This design comes from an exercise in tuning for small area on the open sky130 flow, not from production work.
RTL that was checked went through simulation tests only; none was proved equivalent to the original. The flow treats the clock pin as an ideal source, which a real chip does not have.

==> branch cedar: inputs <==
==> flow/design.v <==
package ws2812_fade_source_pkg;
  typedef enum logic [1:0] {
    ST_GAP    = 2'd0,
    ST_SEND   = 2'd1,
    ST_TAIL   = 2'd2,
    ST_UPDATE = 2'd3
  } state_t;
  localparam int CH_G       = 0;
  localparam int CH_R       = 1;
  localparam int CH_B       = 2;
  localparam int CH_PER_LED = 3;
endpackage
module fade_step (
  input  logic [7:0] cur,
  input  logic [7:0] tgt,
  input  logic [7:0] random,
  input  logic       en,
  input  logic       fresh,
  output logic [7:0] cur_next,
  output logic [7:0] tgt_next
);
  logic       up, eq, step, load;
  logic [7:0] flip;
  assign up   = cur < tgt;
  assign eq   = cur == tgt;
  assign step = en && !eq;
  assign load = en && (eq || fresh);
  always_comb begin
    flip[0] = 1'b1;
    for (int i = 1; i < 8; i++) flip[i] = flip[i-1] && (cur[i-1] == up);
  end
  assign cur_next = fresh ? 8'h00 : (cur ^ (flip & {8{step}}));
  assign tgt_next = load ? random : tgt;
endmodule
module ws2812_fade_source #(
  parameter int LED_COUNT  = 16,
  parameter int FADE_DIV   = 4,
  parameter int GAP_CYCLES = 1000
) (
  input  logic       CLK,
  input  logic       RST,
  input  logic [7:0] random,
  input  logic       data_request,
  output logic       trigger,
  output logic [7:0] data,
  output logic       more_data
);
  localparam int NBYTES = ws2812_fade_source_pkg::CH_PER_LED * LED_COUNT;
  localparam int GRP    = 4;
  localparam int NGRP   = NBYTES / GRP;
  localparam int PW     = $clog2(GRP);
  localparam int CNT_W  = $clog2(((GAP_CYCLES > NBYTES) ? GAP_CYCLES : NBYTES) + 1);
  localparam int FDIV_W = (FADE_DIV > 1) ? $clog2(FADE_DIV) : 1;
  localparam logic [CNT_W-1:0]  GAP_LAST  = CNT_W'(GAP_CYCLES - 1);
  localparam logic [CNT_W-1:0]  IDX_LAST  = CNT_W'(NBYTES - 1);
  localparam logic [FDIV_W-1:0] FDIV_LAST = FDIV_W'(FADE_DIV - 1);
  logic send, tail, upd;
  logic fresh;
  logic [CNT_W-1:0]  cnt;
  logic [FDIV_W-1:0] fdiv;
  logic [GRP-1:0] ph;
  logic [PW-1:0] pp, pu;
  logic [PW-1:0] dsel_q;
  logic [7:0] cur [NBYTES];
  logic [7:0] tgt [NBYTES];
  logic [7:0] rnd_q [GRP-1];
  logic          gap, inc, last;
  logic          req_p, req_u;
  logic          due, rot, turn, rot_upd;
  logic [PW-1:0] pp_next, pu_next, dsel;
  logic [GRP-1:0] hs;
  logic [7:0]    rnd_d;
  logic [7:0]    cur_in, tgt_in;
  function automatic logic ones_of(input logic [CNT_W-1:0] v, input logic [CNT_W-1:0] c);
    ones_of = ((v & c) == c);
  endfunction
  assign gap   = !(send || tail || upd);
  assign req_p = send && data_request;
  assign req_u = upd;
  assign inc   = gap || req_p || req_u;
  assign last  = gap ? ones_of(cnt, GAP_LAST) : ones_of(cnt, IDX_LAST);
  assign due     = pp != '0 || pu != '0 || req_p || req_u;
  assign rot     = ph[0] && due;
  assign turn    = (ph[GRP-1:1] != '0) || !due;
  assign rot_upd = (pp == '0) && (pu != '0 || req_u);
  assign pp_next = pp + PW'(req_p) - PW'(rot && !rot_upd);
  assign pu_next = pu + PW'(req_u) - PW'(rot && rot_upd);
  assign dsel  = upd ? pu : dsel_q;
  assign rnd_d = (dsel == '0) ? random : rnd_q[dsel - PW'(1)];
  fade_step u_fade_step (
    .cur      (cur[0]),
    .tgt      (tgt[0]),
    .random   (rnd_d),
    .en       (rot_upd),
    .fresh    (fresh),
    .cur_next (cur_in),
    .tgt_next (tgt_in)
  );
  always_ff @(posedge CLK or posedge RST) begin
    if (RST) begin
      send  <= 1'b0;
      tail  <= 1'b0;
      upd   <= 1'b0;
      fresh <= 1'b1;
      cnt   <= '0;
      fdiv  <= '0;
      ph    <= GRP'(1);
      pp    <= '0;
      pu    <= '0;
    end else begin
      if (inc) begin
        cnt <= last ? '0 : cnt + CNT_W'(1);
      end
      if (gap && last) begin
        send <= 1'b1;
      end
      if (req_p && last) begin
        send <= 1'b0;
        tail <= 1'b1;
      end
      if (tail && data_request) begin
        tail <= 1'b0;
        fdiv <= (fdiv == FDIV_LAST) ? '0 : fdiv + FDIV_W'(1);
        if (fdiv == FDIV_LAST) upd <= 1'b1;
      end
      if (upd && last) begin
        upd <= 1'b0;
      end
      if (rot && rot_upd && pu_next == '0 && (!upd || last)) begin
        fresh <= 1'b0;
      end
      ph <= rot ? ph : {ph[GRP-2:0], ph[GRP-1]};
      pp <= pp_next;
      pu <= pu_next;
    end
  end
  always_ff @(posedge CLK) begin
    dsel_q   <= dsel;
    rnd_q[0] <= random;
    for (int i = 1; i < GRP - 1; i++) rnd_q[i] <= rnd_q[i-1];
    for (int g = 0; g < NGRP; g++) begin
      for (int j = 0; j < GRP - 1; j++) begin
        cur[g*GRP+j] <= cur[g*GRP+j+1];
        tgt[g*GRP+j] <= tgt[g*GRP+j+1];
      end
      if (g == NGRP - 1) begin
        cur[g*GRP+GRP-1] <= (cur[g*GRP] & {8{turn}}) | (cur_in & {8{rot}});
        tgt[g*GRP+GRP-1] <= (tgt[g*GRP] & {8{turn}}) | (tgt_in & {8{rot}});
      end else begin
        cur[g*GRP+GRP-1] <= (cur[g*GRP] & {8{turn}}) | (cur[g*GRP+GRP] & {8{rot}});
        tgt[g*GRP+GRP-1] <= (tgt[g*GRP] & {8{turn}}) | (tgt[g*GRP+GRP] & {8{rot}});
      end
    end
  end
  always_comb begin
    hs = '0;
    for (int j = 0; j < GRP; j++)
      for (int i = 0; i < GRP; i++)
        if (ph[j] && int'(pp) == (i + j) % GRP) hs[i] = send && !fresh;
  end
  always_comb begin
    data = 8'h00;
    for (int i = 0; i < GRP; i++) data = data | (cur[i] & {8{hs[i]}});
  end
  assign trigger   = send;
  assign more_data = send;
endmodule
==> flow/flow/run.sh <==
#!/bin/bash
# Layout flow: the standard synthesis, then its combinational logic mapped
# again by ABC for area (the registers are kept as synthesis made them, names
# and cell types), then the standard layout from floorplan on, with the
# port buffers made of the smallest buffer cell. Each tool writes its own log
# in this folder.
set -euo pipefail
HERE=$(pwd)
RES=$HERE/orfs/results/$FLOW_PLATFORM/ws2812_fade_source/base
LIB=$FLOW_HOME/platforms/$FLOW_PLATFORM/lib/sky130_fd_sc_hd__tt_025C_1v80.lib

# 1. Standard synthesis.
bash standard.sh synth > synth.log 2>&1
cp "$RES/1_2_yosys.v" "$HERE/synth_standard.v"

# 2. Area remap of the logic between the registers.
sed -e "s|@LIB@|$LIB|g" \
    -e "s|@IN@|$HERE/synth_standard.v|" \
    -e "s|@OUT@|$RES/1_2_yosys.v|" \
    -e "s|@ABC@|$HERE/flow/area.abc|" \
    flow/remap.ys.in > remap.ys
yosys -s remap.ys > remap.log 2>&1
printf 'read_liberty -lib %s\nread_verilog %s\nhierarchy -top %s\ncheck -assert\n' \
  "$LIB" "$RES/1_2_yosys.v" "$FLOW_TOP" > remap_check.ys
yosys -s remap_check.ys > remap_check.log 2>&1
rm -f "$RES/1_synth.odb" "$RES/1_synth.sdc"

# 3. Standard layout from the remapped netlist.
export BUFFER_PORTS_ARGS="-buffer_cell sky130_fd_sc_hd__buf_1"
bash standard.sh > layout.log 2>&1
==> flow/flow/area.abc <==
&get -n
&st
&syn2
&dch
&nf -a
&st
&syn2
&dch
&nf -a
&put
==> flow/flow/remap.ys.in <==
# Remap the combinational logic of the standard synthesis for area.
read_liberty -overwrite -ignore_miss_func -setattr liberty_cell @LIB@
read_verilog @IN@
hierarchy -top ws2812_fade_source
# Registers stay as they are: same instances, names and cells.
setattr -mod -set keep_hierarchy 1 sky130_fd_sc_hd__df*
flatten
opt_clean -purge
abc -liberty @LIB@ -script @ABC@ -dont_use sky130_fd_sc_hd__probe* -dont_use sky130_fd_sc_hd__lpflow*
opt_clean -purge
hilomap -singleton -hicell sky130_fd_sc_hd__conb_1 HI -locell sky130_fd_sc_hd__conb_1 LO
insbuf -buf sky130_fd_sc_hd__buf_1 A X
splitnets
opt_clean -purge
setattr -mod -unset keep_hierarchy sky130_fd_sc_hd__df*
stat -liberty @LIB@
# Write the top module only, not the library cells read above.
select ws2812_fade_source
write_verilog -noattr -nohex -nodec -selected @OUT@
==> flow/standard.sh <==
#!/bin/bash
# synth_recipe.tcl (not shown) runs the flow's synth.tcl, then flattens the netlist and writes it again
# the make line also repeats each setting of config.mk as NAME=value (left out here)
make -C /OpenROAD-flow-scripts/flow DESIGN_CONFIG=/design/flow/config.mk WORK_HOME=/design/flow/orfs CLKGATE_MAP_FILE= SYNTH_SCRIPT=/design/flow/synth_recipe.tcl "${@:-finish}"
==> flow/config.mk <==
export PLATFORM = sky130hd
export DESIGN_NAME = ws2812_fade_source
export DESIGN_NICKNAME = ws2812_fade_source
export VERILOG_FILES = /design/flow/design.v
export SDC_FILE = /design/flow/constraint.sdc
export NUM_CORES = 4
export LEC_CHECK = 0
export CAP_MARGIN = 20
export CORE_MARGIN = 2
export CORE_UTILIZATION = 65
export CTS_BUF_LIST = sky130_fd_sc_hd__clkbuf_8
export CTS_CLUSTER_DIAMETER = 65
export CTS_CLUSTER_SIZE = 22
export GPL_ROUTABILITY_DRIVEN = 0
export PLACE_DENSITY = 0.75
export SLEW_MARGIN = 20
==> flow/constraint.sdc <==
create_clock -name core_clock -period 10.0 [get_ports {CLK}]
set_input_delay 2.0000 -clock core_clock [delete_from_list [all_inputs] [get_ports {CLK}]]
set_output_delay 2.0000 -clock core_clock [all_outputs]
set_load 0.01 [all_outputs]
==> branch xenon (differences from branch cedar) <==
==> flow/design.v, changed modules only <==
module ws2812_fade_source #(
  parameter int LED_COUNT  = 16,
  parameter int FADE_DIV   = 4,
  parameter int GAP_CYCLES = 1000
) (
  input  logic       CLK,
  input  logic       RST,
  input  logic [7:0] random,
  input  logic       data_request,
  output logic       trigger,
  output logic [7:0] data,
  output logic       more_data
);
  localparam int NBYTES = ws2812_fade_source_pkg::CH_PER_LED * LED_COUNT;
  localparam int GRP    = 4;
  localparam int NGRP   = NBYTES / GRP;
  localparam int PW     = $clog2(GRP);
  localparam int CNT_W  = $clog2(((GAP_CYCLES > NBYTES) ? GAP_CYCLES : NBYTES) + 1);
  localparam int FDIV_W = (FADE_DIV > 1) ? $clog2(FADE_DIV) : 1;
  localparam logic [CNT_W-1:0]  GAP_LAST  = CNT_W'(GAP_CYCLES - 1);
  localparam logic [CNT_W-1:0]  IDX_LAST  = CNT_W'(NBYTES - 1);
  localparam logic [FDIV_W-1:0] FDIV_LAST = FDIV_W'(FADE_DIV - 1);
  localparam logic [PW-1:0]     PH_LAST   = PW'(GRP - 1);
  logic send, tail, upd;
  logic fresh;
  logic [CNT_W-1:0]  cnt;
  logic [FDIV_W-1:0] fdiv;
  logic [PW-1:0] ph;
  logic [PW-1:0] pp, pu;
  logic [PW-1:0] dsel_q;
  logic [7:0] cur [NBYTES];
  logic [7:0] tgt [NBYTES];
  logic [7:0] rnd_q [GRP-1];
  logic          gap, inc, last;
  logic          req_p, req_u;
  logic          rot, rot_upd;
  logic [PW-1:0] pp_next, pu_next, dsel, hsel;
  logic [7:0]    rnd_d;
  logic [7:0]    cur_in, tgt_in;
  function automatic logic ones_of(input logic [CNT_W-1:0] v, input logic [CNT_W-1:0] c);
    ones_of = ((v & c) == c);
  endfunction
  assign gap   = !(send || tail || upd);
  assign req_p = send && data_request;
  assign req_u = upd;
  assign inc   = gap || req_p || req_u;
  assign last  = gap ? ones_of(cnt, GAP_LAST) : ones_of(cnt, IDX_LAST);
  assign rot     = (ph == '0) && (pp != '0 || pu != '0 || req_p || req_u);
  assign rot_upd = (pp == '0) && (pu != '0 || req_u);
  assign pp_next = pp + PW'(req_p) - PW'(rot && !rot_upd);
  assign pu_next = pu + PW'(req_u) - PW'(rot && rot_upd);
  assign dsel  = upd ? pu : dsel_q;
  assign rnd_d = (dsel == '0) ? random : rnd_q[dsel - PW'(1)];
  fade_step u_fade_step (
    .cur      (cur[0]),
    .tgt      (tgt[0]),
    .random   (rnd_d),
    .en       (rot_upd),
    .fresh    (fresh),
    .cur_next (cur_in),
    .tgt_next (tgt_in)
  );
  always_ff @(posedge CLK or posedge RST) begin
    if (RST) begin
      send  <= 1'b0;
      tail  <= 1'b0;
      upd   <= 1'b0;
      fresh <= 1'b1;
      cnt   <= '0;
      fdiv  <= '0;
      ph    <= '0;
      pp    <= '0;
      pu    <= '0;
    end else begin
      if (inc) begin
        cnt <= last ? '0 : cnt + CNT_W'(1);
      end
      if (gap && last) begin
        send <= 1'b1;
      end
      if (req_p && last) begin
        send <= 1'b0;
        tail <= 1'b1;
      end
      if (tail && data_request) begin
        tail <= 1'b0;
        fdiv <= (fdiv == FDIV_LAST) ? '0 : fdiv + FDIV_W'(1);
        if (fdiv == FDIV_LAST) upd <= 1'b1;
      end
      if (upd && last) begin
        upd <= 1'b0;
      end
      if (rot && rot_upd && pu_next == '0 && (!upd || last)) begin
        fresh <= 1'b0;
      end
      ph <= rot ? '0 : ((ph == PH_LAST) ? '0 : ph + PW'(1));
      pp <= pp_next;
      pu <= pu_next;
    end
  end
  always_ff @(posedge CLK) begin
    dsel_q   <= dsel;
    rnd_q[0] <= random;
    for (int i = 1; i < GRP - 1; i++) rnd_q[i] <= rnd_q[i-1];
    for (int g = 0; g < NGRP; g++) begin
      for (int j = 0; j < GRP - 1; j++) begin
        cur[g*GRP+j] <= cur[g*GRP+j+1];
        tgt[g*GRP+j] <= tgt[g*GRP+j+1];
      end
      if (!rot) begin
        cur[g*GRP+GRP-1] <= cur[g*GRP];
        tgt[g*GRP+GRP-1] <= tgt[g*GRP];
      end else if (g == NGRP - 1) begin
        cur[g*GRP+GRP-1] <= cur_in;
        tgt[g*GRP+GRP-1] <= tgt_in;
      end else begin
        cur[g*GRP+GRP-1] <= cur[g*GRP+GRP];
        tgt[g*GRP+GRP-1] <= tgt[g*GRP+GRP];
      end
    end
  end
  assign hsel      = pp - ph;
  assign trigger   = send;
  assign more_data = send;
  assign data      = cur[hsel] & {8{send && !fresh}};
endmodule
==> flow/run.sh (new file) <==
#!/bin/bash
# synth_recipe.tcl (not shown) runs the flow's synth.tcl, then flattens the netlist and writes it again
# the make line also repeats each setting of config.mk as NAME=value (left out here)
make -C /OpenROAD-flow-scripts/flow DESIGN_CONFIG=/design/flow/config.mk WORK_HOME=/design/flow/orfs CLKGATE_MAP_FILE= SYNTH_SCRIPT=/design/flow/synth_recipe.tcl finish
Settings changed: CTS_BUF_LIST sky130_fd_sc_hd__clkbuf_8 to sky130_fd_sc_hd__clkbuf_16, CTS_CLUSTER_DIAMETER 65 to 100, CTS_CLUSTER_SIZE 22 to 30, GPL_ROUTABILITY_DRIVEN 0 to 1.
removed: flow/flow/run.sh
removed: flow/flow/area.abc
removed: flow/flow/remap.ys.in
removed: flow/standard.sh
==> branch nickel (differences from branch cedar) <==
Settings changed: GPL_ROUTABILITY_DRIVEN 0 to 1, PLACE_DENSITY 0.75 to 0.9.
==> branch delta (differences from branch cedar) <==
==> flow/design.v, changed modules only <==
module ws2812_fade_source #(
  parameter int LED_COUNT  = 16,
  parameter int FADE_DIV   = 4,
  parameter int GAP_CYCLES = 1000
) (
  input  logic       CLK,
  input  logic       RST,
  input  logic [7:0] random,
  input  logic       data_request,
  output logic       trigger,
  output logic [7:0] data,
  output logic       more_data
);
  localparam int NBYTES = ws2812_fade_source_pkg::CH_PER_LED * LED_COUNT;
  localparam int GRP    = 4;
  localparam int NGRP   = NBYTES / GRP;
  localparam int PW     = $clog2(GRP);
  localparam int CNT_W  = $clog2(((GAP_CYCLES > NBYTES) ? GAP_CYCLES : NBYTES) + 1);
  localparam int FDIV_W = (FADE_DIV > 1) ? $clog2(FADE_DIV) : 1;
  localparam logic [CNT_W-1:0]  GAP_LAST  = CNT_W'(GAP_CYCLES - 1);
  localparam logic [CNT_W-1:0]  IDX_LAST  = CNT_W'(NBYTES - 1);
  localparam logic [FDIV_W-1:0] FDIV_LAST = FDIV_W'(FADE_DIV - 1);
  localparam logic [PW-1:0]     PH_LAST   = PW'(GRP - 1);
  logic send, tail, upd;
  logic fresh;
  logic [CNT_W-1:0]  cnt;
  logic [FDIV_W-1:0] fdiv;
  logic [PW-1:0] ph;
  logic [PW-1:0] pp, pu;
  logic [PW-1:0] dsel_q;
  logic [7:0] cur [NBYTES];
  logic [7:0] tgt [NBYTES];
  logic [7:0] rnd_q [GRP-1];
  logic          gap, inc, last;
  logic          req_p, req_u;
  logic          rot, rot_upd;
  logic [PW-1:0] pp_next, pu_next, dsel, hsel;
  logic [7:0]    rnd_d;
  logic [7:0]    cur_in, tgt_in;
  function automatic logic ones_of(input logic [CNT_W-1:0] v, input logic [CNT_W-1:0] c);
    ones_of = ((v & c) == c);
  endfunction
  assign gap   = !(send || tail || upd);
  assign req_p = send && data_request;
  assign req_u = upd;
  assign inc   = gap || req_p || req_u;
  assign last  = gap ? ones_of(cnt, GAP_LAST) : ones_of(cnt, IDX_LAST);
  assign rot     = (ph == '0) && (pp != '0 || pu != '0 || req_p || req_u);
  assign rot_upd = (pp == '0) && (pu != '0 || req_u);
  assign pp_next = pp + PW'(req_p) - PW'(rot && !rot_upd);
  assign pu_next = pu + PW'(req_u) - PW'(rot && rot_upd);
  assign dsel  = upd ? pu : dsel_q;
  assign rnd_d = (dsel == '0) ? random : rnd_q[dsel - PW'(1)];
  fade_step u_fade_step (
    .cur      (cur[0]),
    .tgt      (tgt[0]),
    .random   (rnd_d),
    .en       (rot_upd),
    .fresh    (fresh),
    .cur_next (cur_in),
    .tgt_next (tgt_in)
  );
  always_ff @(posedge CLK or posedge RST) begin
    if (RST) begin
      send  <= 1'b0;
      tail  <= 1'b0;
      upd   <= 1'b0;
      fresh <= 1'b1;
      cnt   <= '0;
      fdiv  <= '0;
      ph    <= '0;
      pp    <= '0;
      pu    <= '0;
    end else begin
      if (inc) begin
        cnt <= last ? '0 : cnt + CNT_W'(1);
      end
      if (gap && last) begin
        send <= 1'b1;
      end
      if (req_p && last) begin
        send <= 1'b0;
        tail <= 1'b1;
      end
      if (tail && data_request) begin
        tail <= 1'b0;
        fdiv <= (fdiv == FDIV_LAST) ? '0 : fdiv + FDIV_W'(1);
        if (fdiv == FDIV_LAST) upd <= 1'b1;
      end
      if (upd && last) begin
        upd <= 1'b0;
      end
      if (rot && rot_upd && pu_next == '0 && (!upd || last)) begin
        fresh <= 1'b0;
      end
      ph <= rot ? '0 : ((ph == PH_LAST) ? '0 : ph + PW'(1));
      pp <= pp_next;
      pu <= pu_next;
    end
  end
  always_ff @(posedge CLK) begin
    dsel_q   <= dsel;
    rnd_q[0] <= random;
    for (int i = 1; i < GRP - 1; i++) rnd_q[i] <= rnd_q[i-1];
    for (int g = 0; g < NGRP; g++) begin
      for (int j = 0; j < GRP - 1; j++) begin
        cur[g*GRP+j] <= cur[g*GRP+j+1];
        tgt[g*GRP+j] <= tgt[g*GRP+j+1];
      end
      if (!rot) begin
        cur[g*GRP+GRP-1] <= cur[g*GRP];
        tgt[g*GRP+GRP-1] <= tgt[g*GRP];
      end else if (g == NGRP - 1) begin
        cur[g*GRP+GRP-1] <= cur_in;
        tgt[g*GRP+GRP-1] <= tgt_in;
      end else begin
        cur[g*GRP+GRP-1] <= cur[g*GRP+GRP];
        tgt[g*GRP+GRP-1] <= tgt[g*GRP+GRP];
      end
    end
  end
  assign hsel      = (pp >= ph) ? pp - ph : PW'(pp + PW'(GRP) - ph);
  assign trigger   = send;
  assign more_data = send;
  assign data      = cur[hsel] & {8{send && !fresh}};
endmodule
==> flow/run.sh (new file) <==
#!/bin/bash
# synth_recipe.tcl (not shown) runs the flow's synth.tcl, then flattens the netlist and writes it again
# the make line also repeats each setting of config.mk as NAME=value (left out here)
make -C /OpenROAD-flow-scripts/flow DESIGN_CONFIG=/design/flow/config.mk WORK_HOME=/design/flow/orfs CLKGATE_MAP_FILE= SYNTH_SCRIPT=/design/flow/synth_recipe.tcl finish
Settings changed: CORE_UTILIZATION 65 to 80, CTS_BUF_LIST sky130_fd_sc_hd__clkbuf_8 to sky130_fd_sc_hd__clkbuf_16, CTS_CLUSTER_DIAMETER 65 to 100, CTS_CLUSTER_SIZE 22 to 35, GPL_ROUTABILITY_DRIVEN 0 to 1, PLACE_DENSITY 0.75 to 0.85.
removed: flow/flow/run.sh
removed: flow/flow/area.abc
removed: flow/flow/remap.ys.in
removed: flow/standard.sh
==> notes <==
Branch delta finished with timing, DRC and antenna clean. Branch nickel passed the timing, design-rule and antenna checks. Branch cedar completed without violations. Branch xenon produced a clean layout.
Cell area: branch cedar < branch nickel < branch delta < branch xenon.
Setup slack: branch delta < branch xenon < branch cedar < branch nickel.
In sequential cell count, branch cedar and branch nickel do not differ.
Between branch delta and branch xenon, the lower die area is in branch delta (gap 18%, measured against branch xenon).
The highest clock-buffer cell count belongs to branch cedar, the lowest to branch delta.
Of branch delta and branch xenon, branch delta has the higher utilization (gap 16 points).
Only the layout flow was run in branch delta; the RTL was not checked for function there.

-- what the ideal ports hide --
How much do the figures lean on ideal ports? The routed layouts below were timed once more, with nothing changed but the port constraints.
Step 1, drivers: a clkbuf_16 drives CLK and a buf_2 each remaining input, both assumed.
Step 2 moves the port delays by t, midway between the first and last clock arrival at a register: inputs arrive t later, outputs are due t later. That takes back most of the time a late clock gives input paths.
Slacks: ideal ports / drivers / drivers and shift; pairs: ideal ports / drivers.
run	t (ns)	setup WS [ns]	worst register clock-pin slew, ns	pins driven straight from the clock port
branch cedar	0.624	4.978 / 4.930 / 5.184	0.12 / 0.12	1
branch xenon	0.636	4.827 / 4.773 / 5.026	0.11 / 0.11	1
branch nickel	0.637	5.036 / 4.989 / 5.455	0.13 / 0.13	1
branch delta	0.641	4.788 / 4.741 / 4.658	0.12 / 0.12	1
After both steps every run listed still meets setup and hold. For branch delta, which loses most, drivers alone change the setup slack by -0.047 ns; drivers and shift together by -0.130 ns.
